From an optimization exercise on the open Yosys and OpenROAD flow, aimed at small area, a short achievable clock period and few clock cycles per item; shortcuts taken in it are not production practice.
Function was checked by simulation only, so behaviour that the tests miss may differ from the original.
No activity file was given, so power comes from the tool's default toggle rates.

==> flow/design.v (excerpt) <==
module raycast_floor_texel_mapper_unit (
   input  logic        clock,
   input  logic        reset,
   input  logic        req_valid,
   output logic        req_ready,
   input  logic        req_func,
   input  logic [9:0]  req_column,
   input  logic [9:0]  req_start_row,
   input  logic        req_side,
   input  logic [1:0]  req_dir_x_sign,
   input  logic [1:0]  req_dir_y_sign,
   input  logic [5:0]  req_map_x,
   input  logic [5:0]  req_map_y,
   input  logic [15:0] req_wall_frac,
   input  logic [23:0] req_wall_dist,
   output logic        rsp_valid,
   input  logic        rsp_ready,
   output logic [9:0]  rsp_out_column,
   output logic [9:0]  rsp_floor_row,
   output logic [10:0] rsp_sky_row,
   output logic [9:0]  rsp_tex_x,
   output logic [9:0]  rsp_tex_y,
   output logic        rsp_last,
   input  logic        csr_we,
   input  logic [2:0]  csr_index,
   input  logic [21:0] csr_wdata
);
clock: 5.0 ns
lec_check: 0
cap_margin: 20
core_margin: 2
core_utilization: 45
cts_buf_list: sky130_fd_sc_hd__clkbuf_16
cts_cluster_diameter: 70
cts_cluster_size: 22
place_density: 0.6
slew_margin: 20
run.sh (not shown) runs the stock make flow with config.mk's settings and CLKGATE_MAP_FILE= SYNTH_SCRIPT=/design/flow/synth_recipe.tcl, a recipe that flattens the netlist after the stock synthesis.
Testbench counts at the start, summed over its fixed seeds: cycles 18,918, items 18,465.
Rerun with:
--- a/flow/design.v
+++ b/flow/design.v
@@ -144,18 +144,19 @@
    assign rp_end    = rp_row == (rp_slot ? sl_row[1] : sl_row[0]);
    assign iss_v     = rp_active || n_issue;
    assign iss_tag   = rp_active ? rp_slot : slot_ff;
    assign iss_y     = rp_active ? {1'b0, rp_row} : y;
    assign d_val     = {iss_y, 1'b0} - {1'b0, h};
    always_ff @(posedge clock) begin
       if (reset) begin
          live_ff   <= 1'b0;
          rp_active <= 1'b0;
+         slot_ff   <= 1'b0;
       end else begin
          if (setup_go) begin
             slot_ff            <= !slot_ff;
             sl_row[!slot_ff]   <= req_start_row;
             y_ff               <= {1'b0, req_start_row} + 11'd1;
             sl_fresh[!slot_ff] <= 1'b1;
             live_ff            <= ({1'b0, req_start_row} + 11'd1) < h;
          end else if (row_go) begin
             if (!row_ok) begin
@@ -294,79 +295,84 @@
          assign a1_tag[k+1]   = a1_tag[k];
          assign a1_d[k+1]     = a1_d[k];
          assign a1_d3[k+1]    = a1_d3[k];
          assign a1_r[k+1]     = r_n & MASK_OUT;
          assign a1_q[k+1]     = {a1_q[k][25:0], q_n};
          assign a1_b0[k+1]    = 1'b0;
          assign a1_b1[k+1]    = 1'b0;
       end
    end
-   logic [N2:0]        a2_v, a2_tag, a2_sat, a2_x;
+   logic [N2:0]        a2_v, a2_tag, a2_ntag, a2_sat, a2_x;    
    logic [N2:0][23:0]  a2_r;
    logic [N2:0][17:0]  a2_q;
    logic [N2:0]        a2_b0, a2_b1;
    logic [27:0]        dist1;
    logic [25:0]        sat_dif;
    assign dist1       = a1_q[N1];
    logic               sat1_ff;
    assign sat_dif     = {1'b0, a1_q[N1-1][24:0]} - {2'b00, a1_tag[N1-1] ? sl_dist[1] : sl_dist[0]};
    always_ff @(posedge clock)
       sat1_ff <= !sat_dif[25];
    assign a2_v[0]     = a1_v[N1];
    assign a2_tag[0]   = a1_tag[N1];
+   assign a2_ntag[0]  = !a1_tag[N1];
    assign a2_sat[0]   = sat1_ff;
    assign a2_r[0]     = dist1[25:2];
    assign a2_q[0]     = '0;
    assign a2_x[0]     = dist1[0];
    assign a2_b0[0]    = 1'b0;
    assign a2_b1[0]    = 1'b0;
    for (genvar k = 0; k < N2; k++) begin : g_div2
       logic [23:0] dv;
       logic [24:0] trial;
       logic [25:0] t1;
       logic [23:0] r_n;
       logic        q_n;
-      assign dv    = a2_tag[k] ? sl_dist[1] : sl_dist[0];
+      assign dv    = {a2_ntag[k] ? sl_dist[0][23:12] : sl_dist[1][23:12],
+                      a2_tag[k] ? sl_dist[1][11:0] : sl_dist[0][11:0]};
       assign trial = {a2_r[k], (k == 0) ? dist1[1] : (k == 1) ? a2_x[k] : 1'b0};
       assign t1    = {1'b0, trial} - {2'b00, dv};
       assign q_n   = !t1[25];
       assign r_n   = q_n ? t1[23:0] : trial[23:0];
       if (CUT2[k]) begin : g_reg
-         logic        v, tag, sat, x;
+         logic        v, tag, ntag, sat, x;
          logic [23:0] r;
          logic [17:0] q;
          always_ff @(posedge clock) begin
             if (reset || drop_now) begin
                v <= 1'b0;
             end else begin
                v <= a2_v[k];
             end
          end
          always_ff @(posedge clock) begin
             begin
                tag   <= a2_tag[k];
+               ntag  <= a2_ntag[k];
                sat   <= a2_sat[k];
                x     <= a2_x[k];
                r     <= r_n;
                q     <= {a2_q[k][16:0], a2_sat[k] || q_n};
             end
          end
          assign a2_v[k+1]     = v;
          assign a2_tag[k+1]   = tag;
+         assign a2_ntag[k+1]  = ntag;
          assign a2_sat[k+1]   = sat;
          assign a2_x[k+1]     = x;
          assign a2_r[k+1]     = r;
          assign a2_q[k+1]     = q;
          assign a2_b0[k+1]    = a2_v[k] && !a2_tag[k];
          assign a2_b1[k+1]    = a2_v[k] && a2_tag[k];
       end else begin : g_wire
          assign a2_v[k+1]     = a2_v[k];
          assign a2_tag[k+1]   = a2_tag[k];
+         assign a2_ntag[k+1]  = a2_ntag[k];
          assign a2_sat[k+1]   = a2_sat[k];
          assign a2_x[k+1]     = a2_x[k];
          assign a2_r[k+1]     = r_n;
          assign a2_q[k+1]     = {a2_q[k][16:0], a2_sat[k] || q_n};
          assign a2_b0[k+1]    = 1'b0;
          assign a2_b1[k+1]    = 1'b0;
       end
    end
    logic [17:0]      w;
=> Clock-buffer cell count fell by 1. Final cell count is about the same. Die area rose by 1.2%. Design area rose by 1.1%. Fmax hardly moves. Hold slack is worse by 29 ps. Via count is about the same. Utilization fell by 0.27 points. Sequential share of layout area is about the same. Wire length rose by 1.1%. Clock skew fell by 10 ps. Sequential power rose by about 1%.
Testbench counts after the change, summed over its fixed seeds: cycles 18,918, items 18,465.

-- static timing again, ports no longer ideal --
No port has a modelled driver above. Below, the same layouts with a new extraction and two added sets of constraints. Step 1, drivers: a clkbuf_16 drives clock and a buf_2 each remaining input, both assumed. Step 2 adds t to the input delays and takes it off the output delays; t is the mean of the earliest and latest rising clock arrival at the registers after step 1. Input paths then give back, and output paths get back, about the clock's delay inside the block. a / b / c = ideal ports / drivers / drivers and shift; a / b = the first two.
| run | t (ns) | setup WS [ns] | latest minus earliest clock arrival (ns) | worst register clock-pin slew, ns |
|---|---|---|---|---|
| the first run | 0.954 | 0.347 / 0.347 / 0.338 | 0.086 / 0.086 | 0.10 / 0.10 |
| the second run | 0.974 | 0.333 / 0.333 / 0.333 | 0.093 / 0.093 | 0.09 / 0.09 |
After both steps every run listed still meets setup and hold. For the first run, which loses most, drivers alone change the setup slack by 0.000 ns; drivers and shift together by -0.009 ns.
